This is an optimization exercise on Yosys and OpenROAD, whose aim is small area and a short achievable clock period, not a production implementation.
In this exercise RTL edits were held to simulation tests only and were not proved equivalent to the original.
Power is estimated from default activity; no workload was simulated.

Setup of run 1:
## avst_to_avmm_fifo
module avst_to_avmm_fifo #(
    parameter int DATA_W = 32,
    parameter int DEPTH  = 64,
    parameter int LVL_W  = $clog2(DEPTH) + 1
) (
    input  logic              clock,
    input  logic              reset_n,
    input  logic [DATA_W-1:0] sink_data,
    input  logic              sink_valid,
    output logic              sink_ready,
    input  logic [1:0]        mm_address,
    input  logic              mm_read,
    input  logic              mm_write,
    input  logic [31:0]       mm_writedata,
    output logic [DATA_W-1:0] mm_readdata,
    output logic              mm_waitrequest,
    output logic              irq
);
    logic [DATA_W-1:0] head_x;       
    logic [LVL_W-1:0]  level;
    logic              empty;
    logic              nonempty;
    logic              full;
    logic [LVL_W-1:0]  thresh_q, thresh_d;
    logic              irq_en_q, irq_en_d;
    logic              irq_pend_q, irq_pend_d;
    logic              blocked_q;
    logic              wr_thresh;
    logic              wr_ctrl;
    logic              flush;
    logic              push;
    logic              pop;
    logic              full_d;
    avst_ctl u_ctl (.r(mm_read), .w(mm_write), .a0(mm_address[0]), .a1(mm_address[1]),
        .d0(mm_writedata[avst_fifo_pkg::CTRL_FLUSH]), .sv(sink_valid), .blk(blocked_q),
        .ne(nonempty), .one(1'b0), .more(1'b0),
        .push(push), .pop(pop), .flush(flush), .mem_wr(), .mem_rd(), .head_ld(),
        .wr_th(wr_thresh), .wr_ct(wr_ctrl));
    avst_ready u_ready (.blocked(blocked_q), .wr(mm_write), .a0(mm_address[0]),
                        .a1(mm_address[1]), .d0(mm_writedata[0]), .y(sink_ready));
    avst_wait  u_wait  (.rd(mm_read), .a0(mm_address[0]), .a1(mm_address[1]),
                        .ne(nonempty), .y(mm_waitrequest));
  ...
Size: roughly 3,600 cells after synthesis.
==> flow/config.mk <==
export PLATFORM = sky130hd
export DESIGN_NAME = avst_to_avmm_fifo
export DESIGN_NICKNAME = avst_to_avmm_fifo
export VERILOG_FILES = /design/flow/design.v
export SDC_FILE = /design/flow/constraint.sdc
export NUM_CORES = 4
export LEC_CHECK = 0
export CAP_MARGIN = 20
export CORE_MARGIN = 2
export CORE_UTILIZATION = 55
export CTS_CLUSTER_DIAMETER = 75
export CTS_CLUSTER_SIZE = 30
export PLACE_DENSITY = 0.65
export SETUP_SLACK_MARGIN = 2.8
export SLEW_MARGIN = 20
export SYNTH_HIERARCHICAL = 1
export SYNTH_MINIMUM_KEEP_SIZE = 0
==> flow/constraint.sdc <==
create_clock -name core_clock -period 5.5 [get_ports {clock}]
set_input_delay 1.1000 -clock core_clock [delete_from_list [all_inputs] [get_ports {clock}]]
set_output_delay 1.1000 -clock core_clock [all_outputs]
set_load 0.01 [all_outputs]
standard.sh (not shown) runs the stock make flow with config.mk's settings and CLKGATE_MAP_FILE= SYNTH_SCRIPT=/design/flow/synth_recipe.tcl, a recipe that flattens the netlist after the stock synthesis.
==> flow/flow/run.sh <==
#!/bin/bash
# The standard layout, with every port placed in one row on the bottom edge
# (flow/io.tcl), the Avalon-MM ports next to each other in the middle, and the
# port buffers made from plain buffers instead of delay cells.
set -euo pipefail
bash standard.sh IO_CONSTRAINTS="$PWD/flow/io.tcl" \
  BUFFER_PORTS_ARGS="-buffer_cell sky130_fd_sc_hd__buf_4" > standard.log 2>&1
==> flow/flow/io.tcl <==
# Place every port on the bottom edge, in one row, the Avalon-MM and control
# ports in the middle next to each other.
set block [ord::get_db_block]
set die [$block getDieArea]
set dbu [$block getDbUnitsPerMicron]
set x0 [expr {double([$die xMin]) / $dbu}]
set x1 [expr {double([$die xMax]) / $dbu}]
set order {}
for {set i 31} {$i >= 7} {incr i -1} { lappend order "mm_writedata\[$i\]" }
for {set i 0} {$i < 32} {incr i} { lappend order "sink_data\[$i\]" }
lappend order clock reset_n sink_valid sink_ready mm_read {mm_address[0]} {mm_address[1]} mm_write
for {set i 0} {$i < 7} {incr i} { lappend order "mm_writedata\[$i\]" }
lappend order mm_waitrequest irq
for {set i 0} {$i < 32} {incr i} { lappend order "mm_readdata\[$i\]" }
set pitch 1.38
set n [llength $order]
set start [expr {($x0 + $x1) / 2.0 - $pitch * ($n - 1) / 2.0}]
set start [expr {0.23 + 0.46 * round(($start - 0.23) / 0.46)}]
set i 0
foreach p $order {
  place_pin -pin_name $p -layer met2 -location [list [expr {$start + $i * $pitch}] 0] -force_to_die_boundary
  incr i
}
Inputs modified between run 1 and run 2:
Settings: CTS_CLUSTER_DIAMETER changed from 75 to 70; CTS_CLUSTER_SIZE changed from 30 to 28; SETUP_SLACK_MARGIN changed from 2.8 to 2.85.
[summary]
Having completed the whole flow, run 2 delivered a layout that passed the timing, DRC and antenna checks.
[compare] base=run 1 new=run 2: global-route usage grew by 0.50 points; total via count after detailed routing now sits higher.
Summary — utilization, run 2 relative to run 1: higher, by 1.4 points.
Run 1 → run 2: length of routed met3 wiring up 3.5%; number of fill cells down about 2.3%; cell count up about 1.3%; via count of the first global-routing pass up 374; sequential cell count flat.
Run 2 vs run 1: relative contribution of sequential cells to total power down
Re slack of the critical path: run 1 and run 2 aren't equal, and the higher value belongs to run 1.
The standard cells in run 2 occupy more silicon area than those in run 1 do.
Edits applied to the flow inputs when going from run 2 to run 3:
Settings: CTS_CLUSTER_SIZE changed from 28 to 30; CTS_CLUSTER_DIAMETER changed from 70 to 75; SETUP_SLACK_MARGIN changed from 2.85 to 2.8.
diff --git a/flow/flow/run.sh b/flow/flow/run.sh
--- a/flow/flow/run.sh
+++ b/flow/flow/run.sh
@@ -5,3 +5,3 @@
 set -euo pipefail
 bash standard.sh IO_CONSTRAINTS="$PWD/flow/io.tcl" \
-  BUFFER_PORTS_ARGS="-buffer_cell sky130_fd_sc_hd__buf_4" > standard.log 2>&1
+  BUFFER_PORTS_ARGS="-buffer_cell sky130_fd_sc_hd__buf_2" > standard.log 2>&1
### Flow results
Count of buffers not belonging to the clock network in the layout (run 3 / run 2): 1.19
Post-layout total power, run 2 and run 3: lower on run 3
Global-route usage of run 3 is on par with run 2.
Relative to run 3, the following input files were edited for run 4:
Settings: a change of CTS_CLUSTER_DIAMETER from 75 to 80; a change of CTS_CLUSTER_SIZE from 30 to 32.
diff --git a/flow/flow/run.sh b/flow/flow/run.sh
--- a/flow/flow/run.sh
+++ b/flow/flow/run.sh
@@ -5,3 +5,3 @@
 set -euo pipefail
 bash standard.sh IO_CONSTRAINTS="$PWD/flow/io.tcl" \
-  BUFFER_PORTS_ARGS="-buffer_cell sky130_fd_sc_hd__buf_2" > standard.log 2>&1
+  BUFFER_PORTS_ARGS="-buffer_cell sky130_fd_sc_hd__buf_4" > standard.log 2>&1
Results
- What run 4 reported for first-iteration DRC count has to be multiplied by 1.10 to get the figure for run 3.
- Run 3 has a higher post-route core utilization than run 4.
- Worst slack at placement, run 3 and run 4: lower on run 3
- Compared with run 3, in run 4 maximum operating frequency increased by 2.7% relative to the old numbers, relative area of non-clock buffer cells in the final design decreased by 0.62 points relative to the old numbers, shortest period the worst path allows decreased by 0.076 ns relative to the old numbers.
#### Input delta (run 5 over run 4)
Settings: CTS_CLUSTER_SIZE now 28, was 32; CTS_CLUSTER_DIAMETER now 70, was 80; SETUP_SLACK_MARGIN now 2.7, was 2.8.
Notes after the runs:
Both conditions hold for run 5: the flow ran to the end and the final layout passed the timing, DRC and antenna checks. Power share of the clock group, run 5 and run 4: larger value in run 5. Compared to run 4, run 5 has combinational cell fraction of total power 0.9 points lower. Run 5 vs run 4 on area added between synthesis and finish: run 5 is the higher one. Synthesized netlist cell count: run 5 vs run 4 — no meaningful difference. Looking at run 5 and run 4, the flip-flop and latch count is a wash. Going from run 4 to run 5, the worst setup slack after layout was found to have gone down by 0.029 ns. Global routing usage summed across all routing layers of run 5 is on par with run 4.

-- separate check: timing with driven ports --
How much do the figures lean on ideal ports? The routed layouts below were timed once more, with nothing changed but the port constraints.
Step 1 (the two cells are an assumption about what drives the block):
set clk [get_ports {clock}]
set_driving_cell -lib_cell sky130_fd_sc_hd__clkbuf_16 $clk
set_driving_cell -lib_cell sky130_fd_sc_hd__buf_2 [delete_from_list [all_inputs] $clk]
Step 2 adds t to the input delays and takes it off the output delays; t is the mean of the earliest and latest rising clock arrival at the registers after step 1. Input paths then give back, and output paths get back, about the clock's delay inside the block.
a / b / c = no drivers / after step 1 / after step 2; a / b = the first two.
| run | t (ns) | setup slack, ns | worst setup path after step 2 | latest minus earliest clock arrival (ns) |
|---|---|---|---|---|
| run 1 | 0.800 | 2.660 / 2.384 / 2.249 | input to register | 0.058 / 0.057 |
| run 2 | 0.814 | 2.656 / 2.223 / 1.937 | input to register | 0.048 / 0.048 |
| run 3 | 0.810 | 2.570 / 2.370 / 2.295 | input to register | 0.052 / 0.053 |
| run 4 | 0.780 | 2.646 / 2.397 / 2.066 | input to register | 0.057 / 0.057 |
| run 5 | 0.809 | 2.617 / 2.383 / 2.233 | input to register | 0.046 / 0.046 |
After both steps setup and hold are still met in every run listed. The setup slack of run 2, which loses most, moves by -0.433 ns with the drivers and by -0.719 ns with both steps.
